Context: an optimization exercise on an open-source flow, tuned for small area and a short achievable clock period. The choices shown serve that exercise and are no tape-out recipe. RTL that was checked went through simulation tests only; none was proved equivalent to the original. No functional check of the RTL was part of run 4. Power figures rest on the tool's default switching activity, not on a simulated workload.

**design.v**
```verilog
`default_nettype none
package aluPkg;
    localparam int DATA_W    = 32;                   
    localparam int NUM_LANES = 4;                    
    localparam int LANE_W    = $clog2(NUM_LANES);    
    localparam int SHIFT_W   = $clog2(DATA_W);       
    localparam int OP_W      = 6;                    
    typedef enum logic [OP_W-1:0] {
        SLL  = 6'b000000,    
        SRL  = 6'b000010,    
        SRA  = 6'b000011,    
        SLLV = 6'b000100,    
        SRLV = 6'b000110,    
        SRAV = 6'b000111,    
        MOVZ = 6'b001010,
        MOVN = 6'b001011,
        CLO  = 6'b011100,
        CLZ  = 6'b011101,
        ADD  = 6'b100000,
        ADDU = 6'b100001,
        SUB  = 6'b100010,
        SUBU = 6'b100011,
        AND  = 6'b100100,
        OR   = 6'b100101,
        XOR  = 6'b100110,
        NOR  = 6'b100111,
        SLT  = 6'b101010,
        SLTU = 6'b101011
    } aluOp_e;
    localparam int FLAG_W     = 5;
    localparam int FLAG_ZERO  = 0;   
    localparam int FLAG_NEG   = 1;   
    localparam int FLAG_CARRY = 2;   
    localparam int FLAG_OVF   = 3;   
    localparam int FLAG_COND  = 4;   
endpackage
`default_nettype wire
`default_nettype none
package aluBusPkg;
    localparam int ADDR_W = 8;
    localparam logic [ADDR_W-1:0] REG_OPA    = 8'h00;   
    localparam logic [ADDR_W-1:0] REG_OPB    = 8'h04;   
    localparam logic [ADDR_W-1:0] REG_CMD    = 8'h08;   
    localparam logic [ADDR_W-1:0] REG_RESULT = 8'h10;   
    localparam logic [ADDR_W-1:0] REG_FLAGS  = 8'h14;   
    localparam logic [ADDR_W-1:0] REG_STATUS = 8'h18;   
    localparam int             RESP_W      = 2;
    localparam logic [RESP_W-1:0] RESP_OKAY   = 2'b00;
    localparam logic [RESP_W-1:0] RESP_SLVERR = 2'b10;
    localparam int QUEUE_DEPTH = 4;
    localparam int QPTR_W      = $clog2(QUEUE_DEPTH);
    localparam int QCNT_W      = $clog2(QUEUE_DEPTH + 1);   
endpackage
`default_nettype wire
`timescale 1ns/1ps
`default_nettype none
module aluLane (
    input  logic [4:0]                  op,
    input  logic [aluPkg::DATA_W-1:0]   a,
    input  logic [aluPkg::DATA_W-1:0]   b,
    output logic [aluPkg::DATA_W-1:0]   res,
    output logic                        carry,
    output logic                        ovf,
    output logic                        cond
);
    logic        arith;
    logic        sub;
    logic [31:0] bx;
    logic [31:0] sum;
    logic        cout;
    logic        ovfRaw;
    logic        lt;
    logic        shArith;
    logic        shLeft;
    logic [4:0]  shAmt;
    logic [31:0] shData;
    logic [31:0] shOut;
    logic [5:0]  clCnt;
    logic        bZero;
    function automatic logic [31:0] rev(input logic [31:0] x);
        for (int i = 0; i < 32; i = i + 1)
            rev[i] = x[31-i];
    endfunction
    function automatic logic [16:0] ripple16(input logic [15:0] x, input logic [15:0] y, input logic ci);
        logic c;
        c = ci;
        for (int i = 0; i < 16; i = i + 1)
        begin
            ripple16[i] = x[i] ^ y[i] ^ c;
            c           = (x[i] & y[i]) | (c & (x[i] ^ y[i]));
        end
        ripple16[16] = c;
    endfunction
    assign arith = op[4];
    logic [16:0] lo;
    logic [16:0] hi0;
    logic [16:0] hi1;
    assign sub = op[1];
    assign bx  = b ^ {32{sub}};
    assign lo  = ripple16(a[15:0], bx[15:0], sub);
    assign hi0 = ripple16(a[31:16], bx[31:16], 1'b0);
    assign hi1 = ~ripple16(~a[31:16], ~bx[31:16], 1'b0);
    assign {cout, sum} = {lo[16] ? hi1 : hi0, lo[15:0]};
    assign ovfRaw = (a[31] == bx[31]) && (sum[31] != a[31]);
    assign ovf    = arith && !op[2] && !op[3] && ovfRaw;
    assign carry  = arith && !op[2] && !op[3] && (op[1] ? !cout : (op[0] && cout));
    assign lt     = op[0] ? !cout : (sum[31] ^ ovfRaw);
    logic [31:0] s0, s1, s2, s3, s4;
    logic        fill;
    assign shArith = op[1] && op[0];             
    assign shLeft  = !op[1];                     
    assign shAmt   = op[2] ? (shArith ? b[4:0] : a[4:0]) : 5'd1;
    assign shData  = shArith ? a : (shLeft ? rev(b) : b);
    assign fill    = shArith && a[31];
    logic [63:0] e0, e1;
    logic [3:0]  d0, d1;
    assign d0 = 4'b1 << shAmt[1:0];
    assign d1 = 4'b1 << shAmt[3:2];
    assign e0 = {{32{fill}}, shData};
    always_comb
        for (int i = 0; i < 32; i++)
            s1[i] = (d0[0] & e0[i]) | (d0[1] & e0[i+1]) | (d0[2] & e0[i+2]) | (d0[3] & e0[i+3]);
    assign e1 = {{32{fill}}, s1};
    always_comb
        for (int i = 0; i < 32; i++)
            s3[i] = (d1[0] & e1[i]) | (d1[1] & e1[i+4]) | (d1[2] & e1[i+8]) | (d1[3] & e1[i+12]);
    assign s4    = shAmt[4] ? {{16{fill}}, s3[31:16]} : s3;
    assign shOut = s4;
    logic [31:0] x;
    logic [15:0] al0; logic [15:0]      c0;
    logic [7:0]  al1; logic [7:0][1:0] c1;
    logic [3:0]  al2; logic [3:0][2:0] c2;
    logic [1:0]  al3; logic [1:0][3:0] c3;
    logic        al4; logic [4:0]      c4;
    assign x = a ^ {32{op[0]}};
    always_comb
    begin
        for (int i = 0; i < 16; i++)
        begin
            al0[i] = x[2*i+1] & x[2*i];
            c0[i]  = x[2*i+1];
        end
        for (int i = 0; i < 8; i++)
        begin
            al1[i] = al0[2*i+1] & al0[2*i];
            c1[i]  = al0[2*i+1] ? {1'b1, c0[2*i]} : {1'b0, c0[2*i+1]};
        end
        for (int i = 0; i < 4; i++)
        begin
            al2[i] = al1[2*i+1] & al1[2*i];
            c2[i]  = al1[2*i+1] ? {1'b1, c1[2*i]} : {1'b0, c1[2*i+1]};
        end
        for (int i = 0; i < 2; i++)
        begin
            al3[i] = al2[2*i+1] & al2[2*i];
            c3[i]  = al2[2*i+1] ? {1'b1, c2[2*i]} : {1'b0, c2[2*i+1]};
        end
        al4 = al3[1] & al3[0];
        c4  = al3[1] ? {1'b1, c3[0]} : {1'b0, c3[1]};
    end
    assign clCnt = {al4, al4 ? 5'b0 : c4};
    assign bZero = (b == 32'b0);
    assign cond  = !arith && op[3] && !op[2] && (op[0] ? !bZero : bZero);
    logic selSum, selLt, selLog, selClz, selShR, selShL;
    assign selSum = arith && !op[3] && !op[2];
    assign selLt  = arith && op[3];
    assign selLog = arith && !op[3] && op[2];
    assign selClz = !arith && op[3] && op[2];
    assign selShR = !arith && !op[3] && op[1];
    assign selShL = !arith && !op[3] && !op[1];
    logic selSh;
    assign selSh = !arith && !op[3];
    logic [3:0] tt;
    assign tt[3] = (selLog && !op[1]) || cond;
    assign tt[2] = (selLog && (op[1] ^ op[0])) || cond;
    assign tt[1] = selLog && (op[1] ^ op[0]);
    assign tt[0] = selLog && op[1] && op[0];
    logic [31:0] shRev;
    logic [31:0] shFin;
    assign shRev = rev(shOut);
    assign shFin = shLeft ? shRev : shOut;
    always_comb
    begin
        for (int i = 0; i < 32; i++)
            res[i] = (a[i] && b[i] && tt[3]) || (a[i] && !b[i] && tt[2]) ||
                     (!a[i] && b[i] && tt[1]) || (!a[i] && !b[i] && tt[0]) ||
                     (selSum && sum[i]) || (selSh && shFin[i]);
        res[5:0] = res[5:0] | ({6{selClz}} & clCnt);
        res[0]   = res[0] | (selLt && lt);
    end
endmodule
`default_nettype wire
`timescale 1ns/1ps
`default_nettype none
module aluDispatch (
    input  logic                            clk,
    input  logic                            rstN,
    input  logic                            awvalid,
    output logic                            awready,
    input  logic [aluBusPkg::ADDR_W-1:0]    awaddr,
    input  logic                            wvalid,
    output logic                            wready,
    input  logic [aluPkg::DATA_W-1:0]       wdata,
    output logic                            bvalid,
    input  logic                            bready,
    output logic [aluBusPkg::RESP_W-1:0]    bresp,
    input  logic                            full,
    output logic                            issue,       
    output logic [4:0]                      issueOp,     
    output logic [aluPkg::DATA_W-1:0]       issueA,
    output logic [aluPkg::DATA_W-1:0]       issueB
);
    logic isCmd;
    logic isA;
    logic isB;
    logic cmdLegal;
    logic accept;
    logic errResp;
    logic [5:0] op;
    assign op    = wdata[5:0];
    assign isCmd = (awaddr == aluBusPkg::REG_CMD);
    assign isA   = (awaddr == aluBusPkg::REG_OPA);
    assign isB   = (awaddr == aluBusPkg::REG_OPB);
    always_comb
    begin
        case (op)
            6'h00, 6'h02, 6'h03, 6'h04, 6'h06, 6'h07, 6'h0a, 6'h0b, 6'h1c, 6'h1d,
            6'h20, 6'h21, 6'h22, 6'h23, 6'h24, 6'h25, 6'h26, 6'h27, 6'h2a, 6'h2b:
                cmdLegal = 1'b1;
            default:
                cmdLegal = 1'b0;
        endcase
    end
    assign accept  = awvalid && wvalid && (!bvalid || bready) && !(isCmd && full);
    assign awready = accept;
    assign wready  = accept;
    assign issue   = accept && isCmd && cmdLegal;
    assign errResp = !(isA || isB || (isCmd && cmdLegal));
    always_ff @(posedge clk or negedge rstN)
    begin
        if (!rstN)
            bvalid <= 1'b0;
        else if (accept)
            bvalid <= 1'b1;
        else if (bready)
            bvalid <= 1'b0;
    end
    assign bresp[0] = 1'b0;
    always_ff @(posedge clk)
    begin
        issueOp <= {op[5], op[3:0]};     
        if (accept)
        begin
            bresp[1] <= errResp;
            if (isA)
                issueA <= wdata;
            if (isB)
                issueB <= wdata;
        end
    end
endmodule
`default_nettype wire
`timescale 1ns/1ps
`default_nettype none
module aluCollect (
    input  logic                            clk,
    input  logic                            rstN,
    input  logic                            issue,
    input  logic [aluPkg::DATA_W-1:0]       result,
    input  logic                            carry,
    input  logic                            ovf,
    input  logic                            cond,
    input  logic                            arvalid,
    output logic                            arready,
    input  logic [aluBusPkg::ADDR_W-1:0]    araddr,
    output logic                            rvalid,
    input  logic                            rready,
    output logic [aluPkg::DATA_W-1:0]       rdata,
    output logic [aluBusPkg::RESP_W-1:0]    rresp,
    output logic                            full,
    output logic                            wrValid      
);
    localparam int SLOT_W = aluPkg::DATA_W + 3;
    logic [SLOT_W-1:0] mem [aluBusPkg::QUEUE_DEPTH];
    logic [aluBusPkg::QPTR_W-1:0] wrPtr;
    logic [aluBusPkg::QPTR_W-1:0] rdPtr;
    logic [aluBusPkg::QCNT_W-1:0] count;     
    logic [aluBusPkg::QCNT_W-1:0] occ;       
    logic              v2;
    logic              v3;
    logic              arFire;
    logic              notEmpty;
    logic              pop;
    logic [SLOT_W-1:0] head;
    logic [aluPkg::DATA_W-1:0] rdNext;
    logic              errNext;
    assign arFire   = arvalid && arready;
    assign notEmpty = (count != '0);
    assign pop      = arFire && (araddr == aluBusPkg::REG_RESULT) && notEmpty;
    assign full     = occ[aluBusPkg::QCNT_W-1];      
    assign head     = mem[rdPtr];
    always_comb
    begin
        rdNext  = '0;
        errNext = 1'b0;
        case (araddr)
            aluBusPkg::REG_RESULT:
                if (notEmpty)
                    rdNext = head[aluPkg::DATA_W-1:0];
                else
                    errNext = 1'b1;
            aluBusPkg::REG_FLAGS:
                if (notEmpty)
                    rdNext[4:0] = {head[SLOT_W-1:aluPkg::DATA_W], head[aluPkg::DATA_W-1],
                                   (head[aluPkg::DATA_W-1:0] == '0)};
                else
                    errNext = 1'b1;
            aluBusPkg::REG_STATUS: rdNext[aluBusPkg::QCNT_W-1:0] = count;
            default: errNext = 1'b1;
        endcase
    end
    always_ff @(posedge clk or negedge rstN)
    begin
        if (!rstN)
        begin
            wrValid <= 1'b0;
            v2      <= 1'b0;
            v3      <= 1'b0;
            wrPtr   <= '0;
            rdPtr   <= '0;
            count   <= '0;
            occ     <= '0;
            arready <= 1'b0;
            rvalid  <= 1'b0;
        end
        else
        begin
            wrValid <= issue;
            v2      <= wrValid;
            v3      <= v2;
            if (wrValid)
                wrPtr <= wrPtr + 1'b1;
            if (pop)
                rdPtr <= rdPtr + 1'b1;
            case ({v3, pop})
                2'b10:   count <= count + 1'b1;
                2'b01:   count <= count - 1'b1;
                default: count <= count;
            endcase
            case ({issue, pop})
                2'b10:   occ <= occ + 1'b1;
                2'b01:   occ <= occ - 1'b1;
                default: occ <= occ;
            endcase
            if (arFire)
            begin
                rvalid  <= 1'b1;
                arready <= 1'b0;
            end
            else if (rvalid && rready)
            begin
                rvalid  <= 1'b0;
                arready <= 1'b1;
            end
            else if (!rvalid)
                arready <= 1'b1;
        end
    end
    assign rresp[0] = 1'b0;
    always_ff @(posedge clk)
    begin
        if (wrValid)
            mem[wrPtr] <= {cond, ovf, carry, result};
        if (arFire)
        begin
            rdata    <= rdNext;
            rresp[1] <= errNext;
        end
    end
endmodule
`default_nettype wire
`timescale 1ns/1ps
`default_nettype none
module aluCluster (
    input  logic                            clk,
    input  logic                            rstN,
    input  logic                            awvalid,
    output logic                            awready,
    input  logic [aluBusPkg::ADDR_W-1:0]    awaddr,
    input  logic                            wvalid,
    output logic                            wready,
    input  logic [aluPkg::DATA_W-1:0]       wdata,
    output logic                            bvalid,
    input  logic                            bready,
    output logic [aluBusPkg::RESP_W-1:0]    bresp,
    input  logic                            arvalid,
    output logic                            arready,
    input  logic [aluBusPkg::ADDR_W-1:0]    araddr,
    output logic                            rvalid,
    input  logic                            rready,
    output logic [aluPkg::DATA_W-1:0]       rdata,
    output logic [aluBusPkg::RESP_W-1:0]    rresp
);
    logic                       issue;
    logic [4:0]                 issueOp;
    logic [aluPkg::DATA_W-1:0]  issueA;
    logic [aluPkg::DATA_W-1:0]  issueB;
    logic [aluPkg::DATA_W-1:0]  result;
    logic                       carry;
    logic                       ovf;
    logic                       cond;
    logic                       full;
    logic                       wrValid;
    aluDispatch dispatch_i (
        .clk        (clk),
        .rstN       (rstN),
        .awvalid    (awvalid),
        .awready    (awready),
        .awaddr     (awaddr),
        .wvalid     (wvalid),
        .wready     (wready),
        .wdata      (wdata),
        .bvalid     (bvalid),
        .bready     (bready),
        .bresp      (bresp),
        .full       (full),
        .issue      (issue),
        .issueOp    (issueOp),
        .issueA     (issueA),
        .issueB     (issueB)
    );
    aluLane lane_i (
        .op     (issueOp),
        .a      (issueA),
        .b      (issueB),
        .res    (result),
        .carry  (carry),
        .ovf    (ovf),
        .cond   (cond)
    );
    aluCollect collect_i (
        .clk        (clk),
        .rstN       (rstN),
        .issue      (issue),
        .result     (result),
        .carry      (carry),
        .ovf        (ovf),
        .cond       (cond),
        .arvalid    (arvalid),
        .arready    (arready),
        .araddr     (araddr),
        .rvalid     (rvalid),
        .rready     (rready),
        .rdata      (rdata),
        .rresp      (rresp),
        .full       (full),
        .wrValid    (wrValid)
    );
endmodule
`default_nettype wire
```
**flow/run.sh**
```bash
#!/bin/bash
# The standard layout, with plain buffers on the ports instead of the
# delay buffers buffer_ports picks on its own, repair aiming for slack well
# beyond the clock target, and no dummy clock loads. Tool output goes to
# make.log here and to orfs/logs.
set -euo pipefail
bash standard.sh \
  "BUFFER_PORTS_ARGS=-buffer_cell sky130_fd_sc_hd__buf_1" \
  SETUP_SLACK_MARGIN=15 \
  "CTS_ARGS=-sink_clustering_enable -repair_clock_nets -sink_clustering_size 16 -sink_clustering_max_diameter 300 -buf_list sky130_fd_sc_hd__clkbuf_8 -dont_use_dummy_load" \
  finish > make.log 2>&1
```
**standard.sh**
```bash
#!/bin/bash
# synth_recipe.tcl (not shown) runs the flow's synth.tcl, then flattens the netlist and writes it again
# the make line also repeats each setting of config.mk as NAME=value (left out here)
make -C /OpenROAD-flow-scripts/flow DESIGN_CONFIG=/design/flow/config.mk WORK_HOME=/design/flow/orfs CLKGATE_MAP_FILE= SYNTH_SCRIPT=/design/flow/synth_recipe.tcl "${@:-finish}"
```
**config.mk**
```make
export PLATFORM = sky130hd
export DESIGN_NAME = aluCluster
export DESIGN_NICKNAME = aluCluster
export VERILOG_FILES = /design/flow/design.v
export SDC_FILE = /design/flow/constraint.sdc
export NUM_CORES = 4
export LEC_CHECK = 0
export CAP_MARGIN = 20
export CORE_MARGIN = 2
export CORE_UTILIZATION = 40
export CTS_BUF_LIST = sky130_fd_sc_hd__clkbuf_8
export CTS_CLUSTER_DIAMETER = 300
export CTS_CLUSTER_SIZE = 16
export SLEW_MARGIN = 20
export SYNTH_HIERARCHICAL = 1
```
**constraint.sdc**
```tcl
create_clock -name core_clock -period 26.0 [get_ports {clk}]
set_input_delay 5.2000 -clock core_clock [delete_from_list [all_inputs] [get_ports {clk}]]
set_output_delay 5.2000 -clock core_clock [all_outputs]
set_load 0.01 [all_outputs]
```
==> metrics.cfg, run 1 <==
[power_and_ir_drop]
power_density_nw_per_um2 = 45.7
switching_power_mw = 0.214
combPwrFrac_pct = 16.3
seq_power_share_pct = 58.9
swShare_pct = 27.1
p_leak_nw = 5.84
clockPowerShare_pct = 24.8
ir_worst_vdd_uv = 36.1
internal-power_mw = 0.576

[sta]
fin_setup_tns_ns = 0
grt_setup_unrepaired = true
drv_slew = 0
hold_violations = 0
fin_crit_ns = 11.27
relSlewSlack_pct = 30.1
final.setup_skew_ns = 0.0696
setup_viol_count_final = 0
finalCritPeriodShare_pct = 43.4
tightestPinTransition_ns = 1.04
fmax_ghz = 0.0887

[floorplanning]
pin_count = 96
die-area_um2 = 42300
die_h_um = 206
core-area_um2 = 39900
die_width_um = 206
rows = 73
initial_utilization_pct = 40.8

[grt]
grt_pass1_vias = 11900
antenna_found_initial = 2
grt_max_degree = 56
grt_usage_pct = 24.2
overflow = 0
grt_pass1_wl_um = 75800

[cts]
cts_hold_buffers = 0
clockBufferDepth = 3
clockRootBuffer = clkbuf_8
htreeDepth = 1
clkLatencyLatePin_ns = 0.62
cts.sinks = 259
clk_pin_slew_ns = 0.10
cts-buffers-inserted = 20
cts_tree = yes

[synth]
ys_types = 89
yosysTopAreaCell = edfxtp_1
synth_seq_cells = 259
synth-edff-count = 238
syn-instance-count = 1396
syn-num-nets = 1508
synth_top_area_share_pct = 43.9
async_flop_share_pct = 6.18
synthFlopType = edfxtp_1
syn_area_um2 = 16300
ys_warn_count = 9
synth.area.top_cells = edfxtp_1, mux4_2, fa_1
ys_seq_area_share_pct = 47.0
synth.avg_cell_area_um2 = 11.7

[setup_path]
cp.arrival_ns = 6.07
critPathLaunchType = primary input
crit_path_end_kind = primary output
worstSetupPathType = in2out
critPathMaxFanout = 3
cp.required_ns = 20.80

[drt]
firstDrtPassIters = 5
route.detailed.drc = 0
avgViaCountPerCell = 6.24
drt-initial-drc-count = 998
ant_nets = 0
wire_per_inst_um = 26.3
vias = 12100
routed_wl_um = 51200

[finish]
utilization_pct = 43.2
area_growth_pct = 6.10
drive_gt1_share_pct = 11.9
nets = 1529

[status]
status = timing/DRC/antenna clean

[place]
gp_congestion = 1.02
io_buffers = 93
place_hpwl_um = 37400

[run]
maxCapViolCount = 0

[hold_path]
min_path_type = reg2reg

## critical path, cell delays in order
cell and delay [ns]:
buf_6 0.09, nor4_4 0.27, and3b_2 0.26, a31oi_4 0.09, buf_2 0.16
## cells by family after synthesis
| logic type | Yosys count | synth area share, % |
|---|---|---|
| simple gates | 374 | 11.9 |
| compound gates | 360 | 15.1 |
| flops | 259 | 47.0 |
| buf+inv | 164 | 4.59 |
| mux | 138 | 12.5 |
| fa+ha+maj | 57 | 6.55 |
| xor+xnor | 42 | 2.26 |
| other cells | 2 | 0.0462 |
## path summary, 6_finish.rpt
kind | from | endpoint | slack (ns) | depth (start not counted)
worst max-delay path | awaddr[5] | awready | 14.73 | 5
worst min-delay path | collect_i.v2 | collect_i.v3 | 0.36 | 0
worst min register to register | collect_i.v2 | collect_i.v3 | 0.36 | 0
worst max register to register | dispatch_i.issueOp[1] | collect_i.mem[3][0] | 16.29 | 28
max in group asynchronous | rstN | collect_i.rdPtr[0] | 20.65 | 1
min in group asynchronous | rstN | collect_i.rvalid | 4.73 | 1
## placed cells by master, fill, tap and decap left out, drive strengths merged, types with 22 or more instances in the layout
cell / instances
nand2: 98
nor3: 22
mux2i: 55
o21ai: 78
mux2: 34
nor2: 91
nor2b: 40
inv: 39
a21oi: 66
o211ai: 22
xor2: 33
edfxtp: 238
o22ai: 29
mux4: 49
buf: 124
fa: 47
a211oi: 22
## Yosys stat by module, one instance, submodules excluded, a selection
module | flops+latches | cells inside
aluCollect | 188 | 338
aluLane | 0 | 963
aluDispatch | 71 | 95
## flip-flops by register name, indices dropped and copies added (netlist names)
register / cells
collect_i.wrPtr: 2
dispatch_i.bvalid: 1
dispatch_i.issueA: 32
collect_i.rresp: 1
collect_i.v2: 1
collect_i.wrValid: 1
dispatch_i.bresp: 1
collect_i.occ: 3
collect_i.rvalid: 1
collect_i.rdPtr: 2
dispatch_i.issueB: 32
collect_i.mem: 140
collect_i.arready: 1
collect_i.rdata: 32
collect_i.count: 3
dispatch_i.issueOp: 5
collect_i.v3: 1
## power groups by stage
| stage | Clock (mW) | Sequential [mW] | Combinational [mW] |
|---|---|---|---|
| 3_3_place_gp | 0 | 0.475 | 0.124 |
| 2_1_floorplan | 0 | 0.475 | 0.0811 |
| 4_1_cts | 0.205 | 0.465 | 0.126 |
| 6_report | 0.196 | 0.465 | 0.129 |
| 5_1_grt | 0.218 | 0.466 | 0.138 |
| 3_5_place_dp | 0 | 0.475 | 0.125 |
## synthesized netlist by cell type, types with 7 or more instances
library cell and n:
inv_1 38, a221o_1 8, xor2_1 33, o21ai_0 69
nand2b_1 7, a21oi_1 66, a2bb2oi_1 7, a22oi_1 12
o211ai_1 21, nand2_1 96, buf_6 9, a31oi_1 15
buf_1 7, and3_1 9, a211oi_1 22, clkbuf_1 70
nor4_1 18, nor2b_1 40, nor3_1 22, o2111ai_1 12
a221oi_1 8, xnor2_1 9, and2_1 16, mux2i_1 55
buf_2 33, nand3_1 19, mux2_2 33, nand3b_1 7
o21ai_1 9, o22ai_1 29, mux4_2 49, fa_1 47
nor2_1 91, dfrtp_1 16, edfxtp_1 238, o221ai_1 18
ha_1 10
## routing by layer
metal  routed length, um  global-route usage [%]  up-vias
li1                    -                       -     5358
met1               20900                    32.4     6036
met2               23600                    38.2      585
met3                4460                    5.34      138
met4                2220                    9.66        0
met5                   0                       0        -
## per-stage QoR
stage | instances | hold slack, ns | setup slack, ns | area [um^2] | power [mW]
5_1_grt | 1940 | 0.371 | 14.69 | 17300 | 0.822
3_5_place_dp | 1916 | 0.335 | 14.70 | 16900 | 0.600
6_report | 1943 | 0.357 | 14.73 | 17300 | 0.790
4_1_cts | 1938 | 0.360 | 14.74 | 17200 | 0.796
2_1_floorplan | 1396 | 0.331 | 14.84 | 16300 | 0.557
3_3_place_gp | 1916 | 0.334 | 14.73 | 16900 | 0.599
## what timing repair did
action                     CTS  global route
pin swaps                    3             3
buffers inserted             2             2
gates resized for setup      4             4
setup endpoints to repair    2             2
## final cells by class
cell class | instances | area [um^2]
well taps | 525 | 657
flip-flops and latches | 259 | 7650
clock buffers | 20 | 275
repair buffers | 124 | 606
fillers | 3784 | 22700
diodes | 3 | 7.51
inverters | 39 | 146
multi-input cells | 973 | 7920
==> inputs of run 2 (changes only) <==
--- a/config.mk
+++ b/config.mk
@@ -7,3 +7,3 @@
 export LEC_CHECK = 0
-export CAP_MARGIN = 20
+export CAP_MARGIN = 5
 export CORE_MARGIN = 2
@@ -13,3 +13,3 @@
 export CTS_CLUSTER_SIZE = 16
-export SLEW_MARGIN = 20
+export SLEW_MARGIN = 5
 export SYNTH_HIERARCHICAL = 1
==> run 2 against run 1 <==
Against the previous run: still clean on timing, DRC and antenna; sequential power is essentially flat; via count unchanged; register-to-register slack about the same; setup slack stayed put; highest routed layer unchanged.
==> metrics.cfg, run 2 <==
[status]
status = timing/DRC/antenna clean

[sta]
grt_setup_unrepaired = true
tightestPinTransition_ns = 1.04  ; unchanged
relSlewSlack_pct = 30.1  ; unchanged
hold_violations = 0  ; unchanged
fin_setup_tns_ns = 0  ; unchanged
hold_ws_ns = 0.357  ; unchanged
fmax_ghz = 0.0887  ; unchanged
finalCritPeriodShare_pct = 43.4  ; unchanged
setup_viol_count_final = 0  ; unchanged
fin_crit_ns = 11.27  ; unchanged
final.setup_skew_ns = 0.0696  ; unchanged
drv_slew = 0  ; unchanged
setup_slack_ns = 14.73  ; unchanged

[cts]
cts_hold_buffers = 0  ; unchanged
cts_tree = yes
clkLatencyLatePin_ns = 0.62  ; about the same
clockBufferDepth = 3  ; unchanged
clk_pin_slew_ns = 0.10  ; about the same
cts.sinks = 259  ; unchanged
htreeDepth = 1  ; unchanged
cts-buffers-inserted = 20  ; unchanged
clockRootBuffer = clkbuf_8

[synth]
syn-instance-count = 1396  ; unchanged
ys_types = 89  ; unchanged
ys_warn_count = 9  ; unchanged
synth.avg_cell_area_um2 = 11.7  ; unchanged
synth-edff-count = 238  ; unchanged
synth.most_common_cell = edfxtp_1
synthFlopType = edfxtp_1
synth_seq_cells = 259  ; unchanged
synth_top_area_share_pct = 43.9  ; unchanged
ys_seq_area_share_pct = 47.0  ; unchanged
async_flop_share_pct = 6.18  ; unchanged
synth.area.top_cells = edfxtp_1, mux4_2, fa_1
synth.top_cells.by_count = edfxtp_1, nand2_1, nor2_1
syn-num-nets = 1508  ; unchanged
yosysTopAreaCell = edfxtp_1
syn_area_um2 = 16300  ; unchanged

[setup_path]
worstPathBufferInverterCount = 2  ; unchanged
crit_path_end_kind = primary output
cp.arrival_ns = 6.07  ; about the same
worstSetupPathType = in2out
critPathMaxFanout = 3  ; unchanged
critPathLaunchType = primary input
crit_family = simple AND/OR/NAND/NOR gates
path_cells = buf_6, nor4_4, and3b_2, a31oi_4, buf_2
cp.required_ns = 20.80  ; about the same
crit_cells = 5  ; unchanged
rr_worst_depth = 28  ; unchanged
slowest_stage = nor4_4
reg2reg_setup_slack_ns = 16.29  ; about the same
critPathMaxStageDelay_ns = 0.27  ; about the same

[finish]
drive_gt1_share_pct = 11.9  ; unchanged
largest_reg_flops = 140  ; unchanged
nets = 1529  ; unchanged
layoutNonFillerInstCount = 1943  ; unchanged
area_growth_pct = 6.10  ; unchanged
final_common_cell = edfxtp_1
final_cell_mix = edfxtp_1, nand2_1, nor2_1
regMostFlops = collect_i.mem

[power_and_ir_drop]
p_leak_nw = 5.84  ; unchanged
combPwrFrac_pct = 16.3  ; about the same
ir_worst_vdd_uv = 36.1  ; unchanged
swShare_pct = 27.1  ; unchanged
seq_power_share_pct = 58.9  ; about the same
internal-power_mw = 0.576  ; unchanged
switching_power_mw = 0.214  ; unchanged
power_density_nw_per_um2 = 45.7  ; unchanged
clockPowerShare_pct = 24.8  ; about the same

[place]
gp_congestion = 1.02  ; unchanged
dpl_worst_slack_ns = 14.70  ; unchanged
place_hpwl_um = 37400  ; unchanged
io_buffers = 93  ; unchanged
dp_cells = 1916  ; unchanged

[drt]
drt-initial-drc-count = 998  ; unchanged
ant_nets = 0  ; unchanged
routed_wl_um = 51200  ; unchanged
firstDrtPassIters = 5  ; unchanged
avgViaCountPerCell = 6.24  ; unchanged
route.detailed.drc = 0  ; unchanged
wire_per_inst_um = 26.3  ; unchanged
vias = 12100  ; unchanged

[floorplanning]
die-area_um2 = 42300  ; unchanged
die_width_um = 206  ; unchanged
rows = 73  ; unchanged
initial_utilization_pct = 40.8  ; unchanged
die_h_um = 206  ; unchanged
core-area_um2 = 39900  ; unchanged
pin_count = 96  ; unchanged

[grt]
grt_usage_pct = 24.2  ; unchanged
antenna_found_initial = 2  ; unchanged
overflow = 0  ; unchanged
grt_pass1_wl_um = 75800  ; unchanged
grt_pass1_vias = 11900  ; unchanged
grt_max_degree = 56  ; unchanged

[run]
maxCapViolCount = 0  ; unchanged

[hold_path]
min_path_type = reg2reg
holdPathStages = 0  ; unchanged

-- run 2: final cells by class --
type,count,area (um^2)
inverters,39,146
diodes,3,7.51
fillers,3784,22700
flip-flops and latches,259,7650
well taps,525,657
multi-input cells,973,7920
clock buffers,20,275
repair buffers,124,606
-- run 2: kinds of logic (layout without fill, tap and decap cells) --
family	Yosys count	after routing	share of synthesized area (%)
other	2	5	0.0462
buffers and inverters	164	183	4.59
XOR/XNOR	42	42	2.26
AND/OR/NAND/NOR	374	374	11.9
AO/OA/AOI/OAI	360	360	15.1
multiplexers	138	138	12.5
flip-flops	259	259	47.0
adder cells (fa/ha/maj)	57	57	6.55
-- run 2: worst register-to-register path: cells and delay by family, from the launching register on --
family          cells  cell delay (ns)
fa+ha+maj          15             5.93
compound gates      6             1.25
buf+inv             4             1.12
flops               1             0.59
xor+xnor            1             0.26
simple gates        2             0.19
-- run 2: worst paths after layout --
path / end / from
setup / recovery: awready / awaddr[5]
hold reg to reg: collect_i.v3 / collect_i.v2
min in group asynchronous: collect_i.rvalid / rstN
max in group asynchronous: collect_i.rdPtr[0] / rstN
setup reg to reg: collect_i.mem[3][0] / dispatch_i.issueOp[1]
hold / removal: collect_i.v3 / collect_i.v2
-- run 2: routing by layer --
metal | share of wire, % | global-route usage (%) | vias to the layer above
met3 | 8.7 | 5.34 | 138
met4 | 4.3 | 9.66 | 0
met1 | 41 | 32.4 | 6036
met5 | 0 | 0 | -
li1 | - | - | 5358
met2 | 46 | 38.2 | 585
-- run 2: what timing repair did --
| item | 4_1_cts | 5_1_grt |
|---|---|---|
| endpoints found under the setup margin | 2 | 2 |
| pin swaps | 3 | 3 |
| resized for setup | 4 | 4 |
| buffers inserted | 2 | 2 |
-- run 2: stage by stage --
| stage | util (%) | instance area, um^2 | total power, mW |
|---|---|---|---|
| finish | 43.2 | 17300 | 0.790 |
| global route | 43.2 | 17300 | 0.822 |
| CTS | 43.2 | 17200 | 0.796 |
| detailed placement | 42.4 | 16900 | 0.600 |
| global placement | 42.4 | 16900 | 0.599 |
| floorplan | - | 16300 | 0.557 |
-- run 2: power by group through the flow --
stage / registers [mW] / clock network, mW / logic [mW]
after floorplan: 0.475 / 0 / 0.0811
after global placement: 0.475 / 0 / 0.124
after detailed placement: 0.475 / 0 / 0.125
after CTS: 0.465 / 0.205 / 0.126
after global routing: 0.466 / 0.218 / 0.138
final: 0.465 / 0.196 / 0.129
-- run 2: modules after synthesis (local to each module, per instance), excerpt --
module,cells inside,area (um^2)
aluCollect,338,7120
aluLane,963,6920
aluDispatch,95,2230
==> inputs of run 3 (changes only) <==
--- a/design.v
+++ b/design.v
@@ -194,2 +194,14 @@
 `default_nettype none
+module aluAccept (
+    input  logic                            awvalid,
+    input  logic                            wvalid,
+    input  logic [aluBusPkg::ADDR_W-1:0]    awaddr,
+    input  logic                            bvalid,
+    input  logic                            bready,
+    input  logic                            full,
+    output logic                            accept
+);
+    assign accept = awvalid && wvalid && (!bvalid || bready) &&
+                    !((awaddr == aluBusPkg::REG_CMD) && full);
+endmodule
 module aluDispatch (
@@ -233,3 +245,11 @@
     end
-    assign accept  = awvalid && wvalid && (!bvalid || bready) && !(isCmd && full);
+    aluAccept accept_i (
+        .awvalid    (awvalid),
+        .wvalid     (wvalid),
+        .awaddr     (awaddr),
+        .bvalid     (bvalid),
+        .bready     (bready),
+        .full       (full),
+        .accept     (accept)
+    );
     assign awready = accept;
--- a/config.mk
+++ b/config.mk
@@ -7,3 +7,3 @@
 export LEC_CHECK = 0
-export CAP_MARGIN = 5
+export CAP_MARGIN = 20
 export CORE_MARGIN = 2
@@ -13,3 +13,3 @@
 export CTS_CLUSTER_SIZE = 16
-export SLEW_MARGIN = 5
+export SLEW_MARGIN = 20
 export SYNTH_HIERARCHICAL = 1
==> run 3 against run 2 <==
Against the previous run: design area increased by 0.30%; setup slack improved by 0.10 ns; wire length increased by 2.4%; power increased by 0.20%; critical path depth unchanged; critical path type unchanged; largest power group unchanged.
==> metrics.cfg, run 3 <==
[grt]
grt_max_degree = 72  ; +29%
grt_pass1_wl_um = 78100  ; +3.0%
grt_pass1_vias = 11800  ; -0.81%
grt_usage_pct = 25.0  ; +0.82 points
antenna_found_initial = 4  ; +2
overflow = 0  ; unchanged

[sta]
hold_ws_ns = 0.365  ; +0.00785 ns
fin_crit_ns = 11.17  ; -0.101 ns
drv_slew = 0  ; unchanged
setup_slack_ns = 14.83  ; +0.101 ns
fmax_ghz = 0.0895  ; +0.91%
final.setup_skew_ns = 0.0460  ; -0.0237 ns
setup_viol_count_final = 0  ; unchanged
finalCritPeriodShare_pct = 43.0  ; -0.39 points
grt_setup_unrepaired = true
fin_setup_tns_ns = 0  ; unchanged
hold_violations = 0  ; unchanged
tightestPinTransition_ns = 1.08  ; +0.0407 ns
relSlewSlack_pct = 27.3  ; -2.7 points

[synth]
synth-edff-count = 238  ; unchanged
async_flop_share_pct = 6.18  ; unchanged
syn-instance-count = 1399  ; +0.21%
syn-num-nets = 1511  ; +0.20%
synth.area.top_cells = edfxtp_1, mux4_2, fa_1
synthFlopType = edfxtp_1
synth.most_common_cell = edfxtp_1
synth.avg_cell_area_um2 = 11.6  ; -0.12%
ys_types = 91  ; +2.2%
synth.top_cells.by_count = edfxtp_1, nand2_1, nor2_1
synth_seq_cells = 259  ; unchanged
yosysTopAreaCell = edfxtp_1
synth_top_area_share_pct = 43.9  ; about the same
ys_warn_count = 9  ; unchanged
syn_area_um2 = 16300  ; about the same
ys_seq_area_share_pct = 47.0  ; about the same

[setup_path]
reg2reg_setup_slack_ns = 16.22  ; -0.07 ns
worstSetupPathType = in2out
path_cells = buf_8, nor4b_4, nand4b_1, o2111a_2, buf_6
critPathMaxStageDelay_ns = 0.26  ; about the same
rr_worst_depth = 26  ; -7.1%
critPathLaunchType = primary input
critPathMaxFanout = 4  ; +1
r2r_start = dispatch_i.issueOp[1]
crit_path_end_kind = primary output
cp.arrival_ns = 5.97  ; -0.10 ns
cp.required_ns = 20.80  ; about the same
rr_endpoint = collect_i.mem[2][0]
slowest_stage = nor4b_4

[finish]
drive_gt1_share_pct = 12.2  ; +0.28 points
area_growth_pct = 6.32
regMostFlops = collect_i.mem
nets = 1537  ; +0.52%
largest_reg_flops = 140  ; unchanged
final_common_cell = edfxtp_1
final_cell_mix = edfxtp_1, nand2_1, nor2_1

[place]
io_buffers = 93  ; unchanged
gp_congestion = 0.987  ; -3.5%
place_hpwl_um = 38200  ; +2.3%
dpl_worst_slack_ns = 14.72  ; +0.0149 ns

[power_and_ir_drop]
power_mw = 0.791  ; +0.20%
p_leak_nw = 5.87  ; +0.41%
ir_worst_vdd_uv = 35.6  ; -1.4%
power_density_nw_per_um2 = 45.7  ; -0.10%

[cts]
cts_tree = yes
clockRootBuffer = clkbuf_8
clk_pin_slew_ns = 0.10  ; about the same
cts-buffers-inserted = 20  ; unchanged
clockBufferDepth = 3  ; unchanged
htreeDepth = 1  ; unchanged
clkLatencyLatePin_ns = 0.59  ; -0.03 ns
cts.sinks = 259  ; unchanged
cts_hold_buffers = 0  ; unchanged

[drt]
drt-initial-drc-count = 1027  ; +2.9%
vias = 12100  ; -0.033%
routed_wl_um = 52400  ; +2.4%
ant_nets = 0  ; unchanged
route.detailed.drc = 0  ; unchanged
firstDrtPassIters = 5  ; unchanged
avgViaCountPerCell = 6.21  ; -0.44%
wire_per_inst_um = 26.8  ; +1.9%

[floorplanning]
die_h_um = 206  ; about the same
rows = 73  ; unchanged
initial_utilization_pct = 40.8  ; about the same
die_width_um = 206  ; about the same
die-area_um2 = 42300  ; about the same
core-area_um2 = 39900  ; unchanged
pin_count = 96  ; unchanged

[run]
maxCapViolCount = 0  ; unchanged

[hold_path]
hold_path_end = collect_i.v3
min_path_type = reg2reg
holdPathStages = 0  ; unchanged
hold_start = collect_i.v2

[status]
status = timing/DRC/antenna clean

==> run 3: cells by family (layout without fill, tap and decap cells) <==
kind of cell,count (synthesis),count (layout),synth area share [%]
AOI/OAI and AO/OA,360,360,15.2
xor gates and xnor gates,42,42,2.26
adders and majority gates,57,57,6.55
buffers and inverters,165,189,4.61
DFF,259,259,47.0
muxes,138,138,12.5
other,2,5,0.0461
and+or+nand+nor,376,376,11.9
==> run 3: repair_timing <==
item | CTS | global route
buffers inserted | 3 | 1
endpoints found under the hold margin | 0 | 0
pin swaps | 2 | 2
gates resized for setup | 12 | 1
endpoints found under the setup margin | 2 | 2
==> run 3: modules after synthesis (local to each module, per instance), excerpt <==
module       cells inside  times used  flip-flops and latches  cell area (um^2)
aluDispatch            93           1                      71              2200
aluCollect            338           1                     188              7120
aluAccept               5           1                       0              43.8
aluLane               963           1                       0              6920
==> run 3: worst max-delay path by stage <==
stage / cells after the start / end / slack, ns / start
final: 5 / wready / 14.83 / awaddr[4]
after global routing: 5 / awready / 14.78 / awaddr[4]
after CTS: 5 / awready / 14.82 / awaddr[7]
after detailed placement: 5 / awready / 14.72 / awaddr[3]
after global placement: 5 / awready / 14.77 / awaddr[3]
after floorplan: 4 / wready / 14.95 / awaddr[5]
==> run 3: area by class of cell <==
cell class	count	area (um^2)
inverter	40	150
tap	525	657
multi-input combinational	975	7910
timing repair buffer	129	658
antenna	3	7.51
clock buffer	20	275
sequential	259	7650
fill	3769	22600
==> run 3: critical path, delay by kind of cell <==
family                 cells  cell delay (ns)
buffers and inverters      2             0.23
AND/OR/NAND/NOR            2             0.37
AO/OA/AOI/OAI              1             0.17
==> run 3: per-stage QoR <==
step | utilization [%] | area [um^2] | instances
2_1_floorplan | - | 16300 | 1399
3_3_place_gp | 42.5 | 17000 | 1924
3_5_place_dp | 42.5 | 17000 | 1924
4_1_cts | 43.3 | 17300 | 1947
5_1_grt | 43.4 | 17300 | 1948
6_report | 43.4 | 17300 | 1951
==> run 3: routing by layer <==
metal | part of all wire [%] | up-vias | global-route usage [%]
li1 | - | 5385 | -
met1 | 41 | 6052 | 33.8
met2 | 46 | 559 | 39.7
met3 | 8.3 | 115 | 5.65
met4 | 4.0 | 2 | 8.90
met5 | 0.046 | - | 0
==> run 3: report_power, final <==
group	switching [mW]	leakage [nW]	internal [mW]
Combinational	0.0833	3.30	0.0452
Clock	0.127	0.144	0.0690
Sequential	0.00433	2.42	0.462
==> inputs of run 4 (changes only) <==
--- a/design.v
+++ b/design.v
@@ -245,2 +245,22 @@
     end
+    logic acceptAw;
+    logic acceptW;
+    aluAccept acceptAw_i (
+        .awvalid    (awvalid),
+        .wvalid     (wvalid),
+        .awaddr     (awaddr),
+        .bvalid     (bvalid),
+        .bready     (bready),
+        .full       (full),
+        .accept     (acceptAw)
+    );
+    aluAccept acceptW_i (
+        .awvalid    (awvalid),
+        .wvalid     (wvalid),
+        .awaddr     (awaddr),
+        .bvalid     (bvalid),
+        .bready     (bready),
+        .full       (full),
+        .accept     (acceptW)
+    );
     aluAccept accept_i (
@@ -254,4 +274,4 @@
     );
-    assign awready = accept;
-    assign wready  = accept;
+    assign awready = acceptAw;
+    assign wready  = acceptW;
     assign issue   = accept && isCmd && cmdLegal;
==> run 4 against run 3 <==
Against the previous run: final cell count increased by 0.31%; flip-flop and latch count unchanged; clock power about the same; critical path type unchanged; largest power group unchanged.
==> metrics.cfg, run 4 <==
[status]
status = timing/DRC/antenna clean

[sta]
tightestPinTransition_ns = 0.995  ; -0.0830 ns
grt_setup_unrepaired = true
fin_crit_ns = 11.15  ; -0.0206 ns
drv_slew = 0  ; unchanged
fin_setup_tns_ns = 0  ; unchanged
fmax_ghz = 0.0897  ; +0.18%
hold_ws_ns = 0.359  ; -0.00554 ns
finalCritPeriodShare_pct = 42.9  ; -0.079 points
setup_viol_count_final = 0  ; unchanged
hold_violations = 0  ; unchanged
relSlewSlack_pct = 33.5  ; +6.1 points
final.setup_skew_ns = 0.0581  ; +0.0121 ns

[place]
place_hpwl_um = 38100  ; -0.38%
dpl_cell_area_um2 = 17000  ; +0.11%
io_buffers = 93  ; unchanged
dp_cells = 1932  ; +0.42%
gp_congestion = 0.969  ; -1.8%

[synth]
synth_fa_ha_area_share_pct = 6.51  ; -0.032 points
yosys.area_share.simple_pct = 12.2  ; +0.29 points
synth_seq_cells = 259  ; unchanged
syn_area_um2 = 16400  ; +0.49%
synth.avg_cell_area_um2 = 11.6  ; -0.15%
synth_compound_area_share_pct = 15.2  ; +0.063 points
ys_types = 91  ; unchanged
syn-instance-count = 1408  ; +0.64%
synth_top_area_share_pct = 43.7  ; -0.21 points
ys_warn_count = 9  ; unchanged
ys_seq_area_share_pct = 46.7  ; -0.23 points
synth.area.top_cells = edfxtp_1, mux4_2, fa_1
yosysTopAreaCell = edfxtp_1
synth.top_cells.by_count = edfxtp_1, nand2_1, nor2_1
syn-num-nets = 1520  ; +0.60%
synth-edff-count = 238  ; unchanged
synth_top_family_by_area = compound AO/OA/AOI/OAI gates
synth_xor_area_share_pct = 2.25  ; -0.011 points
async_flop_share_pct = 6.18  ; unchanged
synthFlopType = edfxtp_1
synth.area.mux_share_pct = 12.5  ; -0.061 points
synth.most_common_cell = edfxtp_1

[finish]
area_growth_pct = 5.96
largest_reg_flops = 140  ; unchanged
fillCellCount = 3848  ; +2.1%
layoutNonFillerInstCount = 1957  ; +0.31%
final_common_cell = edfxtp_1
final_area_um2 = 17300  ; +0.15%
nets = 1536  ; -0.065%
final_cell_mix = edfxtp_1, nand2_1, nor2_1
drive_gt1_share_pct = 11.6  ; -0.55 points
regMostFlops = collect_i.mem

[floorplanning]
die_h_um = 206  ; +0.24%
core-area_um2 = 40600  ; +1.8%
die_width_um = 206  ; +0.24%
rows = 74  ; +1.4%
pin_count = 96  ; unchanged
initial_utilization_pct = 40.3  ; -0.54 points
die-area_um2 = 42500  ; +0.48%

[power_and_ir_drop]
internal-power_mw = 0.576  ; about the same
seq_power_share_pct = 58.9  ; about the same
clockPowerShare_pct = 24.7  ; about the same
power_density_nw_per_um2 = 45.6  ; -0.19%
combPwrFrac_pct = 16.4  ; +0.2 points
ir_worst_vdd_uv = 28.1  ; -21%
switching_power_mw = 0.215  ; -0.17%
p_leak_nw = 5.85  ; -0.32%
power_mw = 0.791  ; about the same
swShare_pct = 27.1  ; -0.035 points

[grt]
grt_pass1_vias = 11700  ; -0.94%
grt_pass1_wl_um = 76700  ; -1.8%
overflow = 0  ; unchanged
grt_max_degree = 72  ; unchanged
antenna_found_initial = 3  ; -1
grt_usage_pct = 24.6  ; -0.46 points

[drt]
vias = 12100  ; +0.11%
route.detailed.drc = 0  ; unchanged
firstDrtPassIters = 7  ; +2
drt-initial-drc-count = 1452  ; +41%
wire_per_inst_um = 26.7  ; -0.60%
avgViaCountPerCell = 6.20  ; -0.20%
ant_nets = 0  ; unchanged
routed_wl_um = 52200  ; -0.29%

[cts]
cts_tree = yes
clockRootBuffer = clkbuf_8
cts-buffers-inserted = 20  ; unchanged
clkLatencyLatePin_ns = 0.58  ; about the same
clockBufferDepth = 3  ; unchanged
cts.sinks = 259  ; unchanged
htreeDepth = 1  ; unchanged
clk_pin_slew_ns = 0.10  ; about the same
cts_hold_buffers = 0  ; unchanged

[hold_path]
min_path_type = reg2reg

[setup_path]
crit_path_end_kind = primary output
worstSetupPathType = in2out
cp.arrival_ns = 5.95  ; -0.02 ns
cp.required_ns = 20.80  ; about the same
reg2reg_setup_slack_ns = 15.69  ; -0.53 ns
critPathMaxFanout = 3  ; -1
critPathLaunchType = primary input

[run]
maxCapViolCount = 0  ; unchanged

==> run 4: cells by family (layout without fill, tap and decap cells) <==
family	after synthesis	count (layout)
and+or+nand+nor	382	382
DFF	259	259
other	2	5
buffers and inverters	166	180
adders and majority gates	57	57
muxes	138	138
xor gates and xnor gates	42	42
AOI/OAI and AO/OA	362	362
==> run 4: what timing repair did <==
item | in CTS | in global routing
resized for setup | 16 | 3
pin swaps | 6 | 1
buffers inserted | 1 | 1
setup endpoints to repair | 2 | 2
==> run 4: path summary, 6_finish.rpt <==
check,startpoint,to,cells past startpoint
max in group asynchronous,rstN,collect_i.rdPtr[0],1
worst min register to register,collect_i.v2,collect_i.v3,0
worst max register to register,dispatch_i.issueOp[1],collect_i.mem[3][0],27
min in group asynchronous,rstN,collect_i.count[1],1
worst max-delay path,awaddr[7],awready,5
worst min-delay path,collect_i.v2,collect_i.v3,0
==> run 4: layout make-up <==
cell class | instances | area [um^2] | area share (%)
antenna | 3 | 7.51 | 0.0433
clock buffer | 20 | 275 | 1.59
multi-input combinational | 983 | 8000 | 46.1
inverter | 42 | 158 | 0.909
timing repair buffer | 118 | 581 | 3.35
sequential | 259 | 7650 | 44.1
tap | 532 | 666 | 3.84
==> run 4: per-module statistics from Yosys, one instance, submodules excluded, a selection <==
module | cells | flops+latches
aluAccept | 5 | 0
aluCollect | 338 | 188
aluDispatch | 92 | 71
aluLane | 963 | 0
==> run 4: worst max-delay path, cell delays in order <==
cell and delay, ns:
buf_12 0.11, nor4b_4 0.25, nand4b_1 0.12, o2111a_1 0.13, buf_2 0.14
==> run 4: layer usage <==
| metal | track usage, % | routed length (um) | part of all wire, % |
|---|---|---|---|
| met4 | 8.93 | 2150 | 4.1 |
| met2 | 39.6 | 24300 | 47 |
| met5 | 0 | 0 | 0 |
| met1 | 33.1 | 21700 | 42 |
| met3 | 4.68 | 4030 | 7.7 |
==> run 4: per-stage QoR <==
stage | utilization (%) | worst slack, ns
final | 42.7 | 14.85
after global routing | 42.6 | 14.82
after CTS | 42.6 | 14.86
after detailed placement | 41.8 | 14.71
after global placement | 41.8 | 14.74
after floorplan | - | 15.08
==> run 4: power by group through the flow <==
stage	clock (mW)	combinational, mW	sequential, mW
CTS	0.207	0.127	0.465
finish	0.195	0.130	0.465
detailed placement	0	0.126	0.475
global route	0.219	0.139	0.466
floorplan	0	0.0811	0.475
global placement	0	0.124	0.475
==> inputs of run 5 (changes only) <==
--- a/design.v
+++ b/design.v
@@ -245,5 +245,4 @@
     end
-    logic acceptAw;
-    logic acceptW;
-    aluAccept acceptAw_i (
+    logic acceptOut;
+    aluAccept acceptOut_i (
         .awvalid    (awvalid),
@@ -254,12 +253,3 @@
         .full       (full),
-        .accept     (acceptAw)
-    );
-    aluAccept acceptW_i (
-        .awvalid    (awvalid),
-        .wvalid     (wvalid),
-        .awaddr     (awaddr),
-        .bvalid     (bvalid),
-        .bready     (bready),
-        .full       (full),
-        .accept     (acceptW)
+        .accept     (acceptOut)
     );
@@ -274,4 +264,4 @@
     );
-    assign awready = acceptAw;
-    assign wready  = acceptW;
+    assign awready = acceptOut;
+    assign wready  = acceptOut;
     assign issue   = accept && isCmd && cmdLegal;
--- a/flow/run.sh
+++ b/flow/run.sh
@@ -9,2 +9,3 @@
   SETUP_SLACK_MARGIN=15 \
+  RECOVER_POWER=100 \
   "CTS_ARGS=-sink_clustering_enable -repair_clock_nets -sink_clustering_size 16 -sink_clustering_max_diameter 300 -buf_list sky130_fd_sc_hd__clkbuf_8 -dont_use_dummy_load" \
==> run 5 against run 4 <==
Against the previous run: now fails the layout checks on max-capacitance violations, max-slew violations; worst hold slack barely moved; wire length fell by 2.2%; count of clock-buffer cells in the layout did not move; flip-flop and latch count did not move; sequential share of layout area rose by 0.45 points; die area fell by 0.22%; combinational power barely moved; non-clock buffer count rose by 2; largest power group unchanged.
==> metrics.cfg, run 5 <==
[setup_path]
cp.required_ns = 26.31  ; +5.51 ns
crit_family = buffers and inverters
worstPathBufferInverterCount = 3  ; +1
path_cells = clkbuf_1, ha_1, clkbuf_1, inv_1, a21oi_1, a211oi_1, o41ai_1, o22ai_1, nor4_1, nor4_1, a221o_1
crit_cells = 11  ; +6
crit_path_end_kind = flop
cp.arrival_ns = 12.07  ; +6.12 ns
critPathMaxStageDelay_ns = 2.38  ; +2.13 ns
critPathLaunchType = flop
rr_worst_depth = 11  ; -59%
slowest_stage = clkbuf_1
worstSetupPathType = reg2reg
critPathMaxFanout = 71  ; +68

[sta]
hold_violations = 0  ; unchanged
fmax_ghz = 0.0850  ; -5.2%
relSlewSlack_pct = -119  ; -150 points
final.setup_skew_ns = 0.0678  ; +0.00971 ns
fin_setup_tns_ns = 0  ; unchanged
drv_slew = 418  ; +418
setup_viol_count_final = 0  ; unchanged
grt_setup_unrepaired = true
setup_slack_ns = 14.23  ; -0.615 ns
tightestPinTransition_ns = 3.28  ; +2.28 ns
hold_ws_ns = 0.359  ; -0.000154 ns
finalCritPeriodShare_pct = 45.3  ; +2.4 points
fin_crit_ns = 11.77  ; +0.615 ns

[floorplanning]
rows = 74  ; unchanged
die-area_um2 = 42500  ; -0.22%
die_width_um = 206  ; -0.11%
initial_utilization_pct = 40.3  ; about the same
core-area_um2 = 40600  ; -0.23%
pin_count = 96  ; unchanged
die_h_um = 206  ; -0.11%

[finish]
area_growth_pct = 5.08
final_area_um2 = 17200  ; -1.1%
largest_reg_flops = 140  ; unchanged
drive_gt1_share_pct = 9.73  ; -1.9 points
final_common_cell = edfxtp_1
layoutNonFillerInstCount = 1954  ; -0.15%
nets = 1533  ; -0.20%
utilization_pct = 42.3  ; -0.35 points
final_cell_mix = edfxtp_1, nand2_1, nor2_1
regMostFlops = collect_i.mem

[synth]
synth_top_area_share_pct = 43.8  ; +0.097 points
synth_seq_cells = 259  ; unchanged
synth.top_cells.by_count = edfxtp_1, nand2_1, nor2_1
ys_seq_area_share_pct = 46.8  ; +0.10 points
synth.most_common_cell = edfxtp_1
syn_area_um2 = 16300  ; -0.22%
ys_warn_count = 9  ; unchanged
synth.area.top_cells = edfxtp_1, mux4_2, fa_1
synthFlopType = edfxtp_1
yosysTopAreaCell = edfxtp_1
syn-num-nets = 1516  ; -0.26%
syn-instance-count = 1404  ; -0.28%
synth-edff-count = 238  ; unchanged
ys_types = 91  ; unchanged
synth.avg_cell_area_um2 = 11.6  ; about the same
async_flop_share_pct = 6.18  ; unchanged

[status]
status = finished with violations
so_faults = max-capacitance violations, max-slew violations

[place]
dpl_cell_area_um2 = 17000  ; about the same
place_hpwl_um = 36900  ; -3.1%
gp_congestion = 1.02  ; +5.6%
io_buffers = 93  ; unchanged
dpl_worst_slack_ns = 14.72  ; +0.00530 ns
dp_cells = 1930  ; -0.10%

[cts]
clockBufferDepth = 3  ; unchanged
cts_tree = yes
htreeDepth = 1  ; unchanged
cts_hold_buffers = 0  ; unchanged
cts.sinks = 259  ; unchanged
clkLatencyLatePin_ns = 0.59  ; about the same
cts-buffers-inserted = 20  ; unchanged
clk_pin_slew_ns = 0.10  ; about the same
clockRootBuffer = clkbuf_8

[drt]
vias = 12300  ; +1.1%
firstDrtPassIters = 8  ; +1
avgViaCountPerCell = 6.27  ; +1.2%
route.detailed.drc = 0  ; unchanged
ant_nets = 0  ; unchanged
wire_per_inst_um = 26.1  ; -2.0%
drt-initial-drc-count = 1200  ; -17%
routed_wl_um = 51100  ; -2.2%

[grt]
antenna_found_initial = 2  ; -1
grt_max_degree = 72  ; unchanged
grt_pass1_wl_um = 75600  ; -1.4%
grt_usage_pct = 24.1  ; -0.47 points
overflow = 0  ; unchanged
grt_pass1_vias = 11700  ; +0.034%

[power_and_ir_drop]
power_density_nw_per_um2 = 46.0  ; +0.91%
p_leak_nw = 5.75  ; -1.6%
ir_worst_vdd_uv = 34.4  ; +22%
power_mw = 0.790  ; -0.16%

[hold_path]
min_path_type = reg2reg
holdPathStages = 0  ; unchanged

[run]
maxCapViolCount = 12  ; +12

==> run 5: cell types whose count changed after synthesis, sizes merged <==
cell / before / now
nand4b: 3 / 2
nor3: 26 / 25
nor4b: 5 / 4
o2111a: 3 / 2
inv: 42 / 41
buf: 54 / 55
==> run 5: cell type report <==
class | count | area, um^2
diodes | 3 | 7.51
clock buffers | 20 | 275
fillers | 3820 | 23400
inverters | 41 | 154
multi-input cells | 979 | 7880
flip-flops and latches | 259 | 7650
well taps | 532 | 666
repair buffers | 120 | 527
==> run 5: timing repair <==
action / CTS / global route
cloned: 0 / 0
pin swaps: 2 / 1
hold endpoints to repair: 0 / 0
setup buffers: 1 / 0
setup endpoints to repair: 2 / 2
resized for setup: 13 / 1
==> run 5: per-layer routing <==
layer | track usage, % | up-vias | wire length [um]
li1 | - | 5397 | -
met1 | 32.9 | 6122 | 21000
met2 | 37.7 | 600 | 23200
met3 | 4.23 | 137 | 4090
met4 | 10.7 | 0 | 2750
met5 | 0 | - | 0
==> run 5: logic make-up after synthesis <==
| logic type | synth area share, % |
|---|---|
| and+or+nand+nor | 12.0 |
| AOI/OAI and AO/OA | 15.2 |
| other | 0.0460 |
| DFF | 46.8 |
| xor gates and xnor gates | 2.25 |
| muxes | 12.5 |
| adders and majority gates | 6.53 |
| buffers and inverters | 4.62 |
==> run 5: power breakdown <==
part           switching [mW]  internal, mW  total [mW]
Combinational          0.0827        0.0444       0.127
Clock                   0.128        0.0691       0.197
Sequential            0.00352         0.462       0.466
==> run 5: worst paths after layout <==
path	from	to	slack [ns]
min	collect_i.v2	collect_i.v3	0.36
max reg2reg	dispatch_i.issueOp[1]	collect_i.mem[1][11]	14.23
min reg2reg	collect_i.v2	collect_i.v3	0.36
max in group asynchronous	rstN	collect_i.rdPtr[0]	20.67
min in group asynchronous	rstN	collect_i.count[1]	4.71
max	dispatch_i.issueOp[1]	collect_i.mem[1][11]	14.23
==> run 5: modules after synthesis, one instance, submodules excluded, a selection <==
module       flops+latches  times used  cells inside
aluDispatch             71           1            93
aluAccept                0           2             5
aluLane                  0           1           963
aluCollect             188           1           338
==> inputs of run 6 (changes only) <==
--- a/flow/run.sh
+++ b/flow/run.sh
@@ -9,3 +9,2 @@
   SETUP_SLACK_MARGIN=15 \
-  RECOVER_POWER=100 \
   "CTS_ARGS=-sink_clustering_enable -repair_clock_nets -sink_clustering_size 16 -sink_clustering_max_diameter 300 -buf_list sky130_fd_sc_hd__clkbuf_8 -dont_use_dummy_load" \
==> run 6 against run 5 <==
Against the previous run: critical path depth is 6 lower; the run now finishes clean; highest routed layer unchanged; sequential power hardly changed; largest power group unchanged; clock power hardly changed; wire length hardly changed; global-route usage stayed put.
==> metrics.cfg, run 6 <==
[status]
status = timing/DRC/antenna clean

[drt]
firstDrtPassIters = 6  ; -2
vias = 12300  ; +0.073%
ant_nets = 0  ; unchanged
routed_wl_um = 51100  ; about the same
avgViaCountPerCell = 6.28  ; about the same
route.detailed.drc = 0  ; unchanged
drt-initial-drc-count = 1194  ; -0.50%
wire_per_inst_um = 26.2  ; about the same

[synth]
synth_top_area_share_pct = 43.8  ; unchanged
ys_warn_count = 9  ; unchanged
syn-num-nets = 1516  ; unchanged
syn_area_um2 = 16300  ; unchanged
async_flop_share_pct = 6.18  ; unchanged
syn-instance-count = 1404  ; unchanged
ys_types = 91  ; unchanged
synth-edff-count = 238  ; unchanged
synth_seq_cells = 259  ; unchanged
synth.area.top_cells = edfxtp_1, mux4_2, fa_1
synthFlopType = edfxtp_1
synth.top_cells.by_count = edfxtp_1, nand2_1, nor2_1
yosysTopAreaCell = edfxtp_1
ys_seq_area_share_pct = 46.8  ; unchanged
synth.avg_cell_area_um2 = 11.6  ; unchanged
synth.most_common_cell = edfxtp_1

[finish]
area_growth_pct = 5.95
nets = 1533  ; unchanged
regMostFlops = collect_i.mem
final_area_um2 = 17300  ; +0.82%
utilization_pct = 42.7  ; +0.35 points
final_common_cell = edfxtp_1
largest_reg_flops = 140  ; unchanged
drive_gt1_share_pct = 11.7  ; +2.0 points
final_cell_mix = edfxtp_1, nand2_1, nor2_1
layoutNonFillerInstCount = 1954  ; unchanged

[setup_path]
critPathLaunch = awaddr[4]
cp.arrival_ns = 5.96  ; -6.11 ns
rr_endpoint = collect_i.mem[2][0]
crit_path_end_kind = primary output
r2r_start = dispatch_i.issueOp[1]
critPathMaxFanout = 2  ; -97%
rr_worst_depth = 27  ; +16
reg2reg_setup_slack_ns = 16.75  ; +2.52 ns
cp.required_ns = 20.80  ; -5.51 ns
crit_end = awready
critPathLaunchType = primary input
worstSetupPathType = in2out

[cts]
cts_tree = yes
cts.sinks = 259  ; unchanged
clockRootBuffer = clkbuf_8
htreeDepth = 1  ; unchanged
clk_pin_slew_ns = 0.10  ; about the same
cts-buffers-inserted = 20  ; unchanged
clockBufferDepth = 3  ; unchanged
clkLatencyLatePin_ns = 0.59  ; about the same
cts_hold_buffers = 0  ; unchanged

[sta]
setup_viol_count_final = 0  ; unchanged
fmax_ghz = 0.0896  ; +5.4%
fin_crit_ns = 11.16  ; -0.607 ns
tightestPinTransition_ns = 1.26  ; -2.02 ns
drv_slew = 0  ; -100%
hold_ws_ns = 0.359  ; -0.0000340 ns
final.setup_skew_ns = 0.0697  ; +0.00196 ns
finalCritPeriodShare_pct = 42.9  ; -2.3 points
grt_setup_unrepaired = true
setup_slack_ns = 14.84  ; +0.607 ns
fin_setup_tns_ns = 0  ; unchanged
relSlewSlack_pct = 16.1  ; +130 points
hold_violations = 0  ; unchanged

[place]
dpl_cell_area_um2 = 17000  ; unchanged
io_buffers = 93  ; unchanged
dpl_worst_slack_ns = 14.72  ; unchanged
gp_congestion = 1.02  ; unchanged
dp_cells = 1930  ; unchanged
place_hpwl_um = 36900  ; unchanged

[floorplanning]
initial_utilization_pct = 40.3  ; unchanged
die_width_um = 206  ; unchanged
die-area_um2 = 42500  ; unchanged
die_h_um = 206  ; unchanged
core-area_um2 = 40600  ; unchanged
pin_count = 96  ; unchanged
rows = 74  ; unchanged

[power_and_ir_drop]
internal-power_mw = 0.576  ; about the same
ir_worst_vdd_uv = 34.5  ; +0.39%
switching_power_mw = 0.215  ; +0.47%
p_leak_nw = 5.83  ; +1.4%
seq_power_share_pct = 58.8  ; -0.2 points
combPwrFrac_pct = 16.2  ; about the same
power_density_nw_per_um2 = 45.7  ; -0.64%
clockPowerShare_pct = 25.0  ; about the same
power_mw = 0.791  ; +0.18%
swShare_pct = 27.2  ; +0.080 points

[grt]
antenna_found_initial = 2  ; unchanged
grt_pass1_wl_um = 75600  ; unchanged
overflow = 0  ; unchanged
grt_pass1_vias = 11700  ; unchanged
grt_max_degree = 72  ; unchanged
grt_usage_pct = 24.1  ; unchanged

[hold_path]
min_path_type = reg2reg

[run]
maxCapViolCount = 0  ; -12

[run 6: area by class of cell]
cell class / count / area [um^2]
fillers: 3796 / 23300
multi-input cells: 979 / 7950
flip-flops and latches: 259 / 7650
well taps: 532 / 666
repair buffers: 120 / 591
clock buffers: 20 / 275
inverters: 41 / 154
diodes: 3 / 7.51
[run 6: power groups by stage]
stage,sequential (mW),clock [mW],combinational (mW)
floorplan,0.475,0,0.0812
global placement,0.475,0,0.124
detailed placement,0.475,0,0.125
CTS,0.466,0.206,0.126
global route,0.466,0.219,0.137
finish,0.465,0.197,0.128
[run 6: cells by family (layout without fill, tap and decap cells)]
group	after synthesis	in the layout	share of synthesized area, %
flip-flops	259	259	46.8
other	2	5	0.0460
AND/OR/NAND/NOR	379	379	12.0
adder cells (fa/ha/maj)	57	57	6.53
XOR/XNOR	42	42	2.25
AO/OA/AOI/OAI	361	361	15.2
multiplexers	138	138	12.5
buffers and inverters	166	181	4.62
[run 6: timing repair]
item                       in CTS  in global routing
gates resized for setup        13                  1
gates cloned                    0                  0
buffers inserted                1                  0
pin swaps                       2                  1
setup endpoints to repair       2                  2
[run 6: worst min path at each step]
stage / start / to / depth (start not counted)
CTS: collect_i.v2 / collect_i.v3 / 0
global placement: collect_i.v2 / collect_i.v3 / 0
floorplan: collect_i.v2 / collect_i.v3 / 0
detailed placement: collect_i.v2 / collect_i.v3 / 0
finish: collect_i.v2 / collect_i.v3 / 0
global route: collect_i.v2 / collect_i.v3 / 0
[run 6: layer usage]
metal  track usage [%]  up-vias  share of wire (%)
met4              10.7        0                5.1
met5                 0        -                  0
met3              4.23      143                8.6
met1              32.9     6066                 40
met2              37.7      661                 46
li1                  -     5395                  -
[run 6: Yosys stat by module (local to each module, per instance), a selection]
| module | times used | flip-flops and latches |
|---|---|---|
| aluLane | 1 | 0 |
| aluCollect | 1 | 188 |
| aluDispatch | 1 | 71 |
| aluAccept | 2 | 0 |
[run 6: worst max-delay path, cell delays in order]
cell and delay [ns]:
buf_8 0.10, nor4b_4 0.24, nand4b_1 0.12, o2111a_2 0.17
buf_6 0.12

what the ideal ports hide:
The results above use ideal ports. As a check the final layouts listed here were re-extracted and re-timed, cells and wires unchanged.
Step 1 (the two cells are an assumption about what drives the block):
set clk [get_ports {clk}]
set_driving_cell -lib_cell sky130_fd_sc_hd__clkbuf_16 $clk
set_driving_cell -lib_cell sky130_fd_sc_hd__buf_2 [delete_from_list [all_inputs] $clk]
Step 2, shift: input delay + t, output delay - t, t = (earliest + latest rising clock arrival at the registers) / 2. This alone moves slack from input paths to output paths.
Three values: ideal ports, drivers, drivers and shift; two values: the first two.
| run | t (ns) | setup slack, ns | hold slack, ns | clock arrival spread, ns |
|---|---|---|---|---|
| run 1 | 0.632 | 14.727 / 14.696 / 14.696 | 0.357 / 0.357 / 0.357 | 0.071 / 0.070 |
| run 2 | 0.632 | 14.727 / 14.696 / 14.696 | 0.357 / 0.357 / 0.357 | 0.071 / 0.070 |
| run 3 | 0.617 | 14.828 / 14.786 / 14.786 | 0.365 / 0.365 / 0.365 | 0.048 / 0.048 |
| run 4 | 0.603 | 14.848 / 14.786 / 14.786 | 0.359 / 0.359 / 0.359 | 0.058 / 0.058 |
| run 5 | 0.606 | 14.234 / 14.234 / 14.234 | 0.359 / 0.359 / 0.359 | 0.068 / 0.068 |
| run 6 | 0.608 | 14.841 / 14.789 / 14.789 | 0.359 / 0.359 / 0.359 | 0.070 / 0.070 |
For run 4, which loses most, drivers alone change the setup slack by -0.062 ns; drivers and shift together by -0.062 ns.
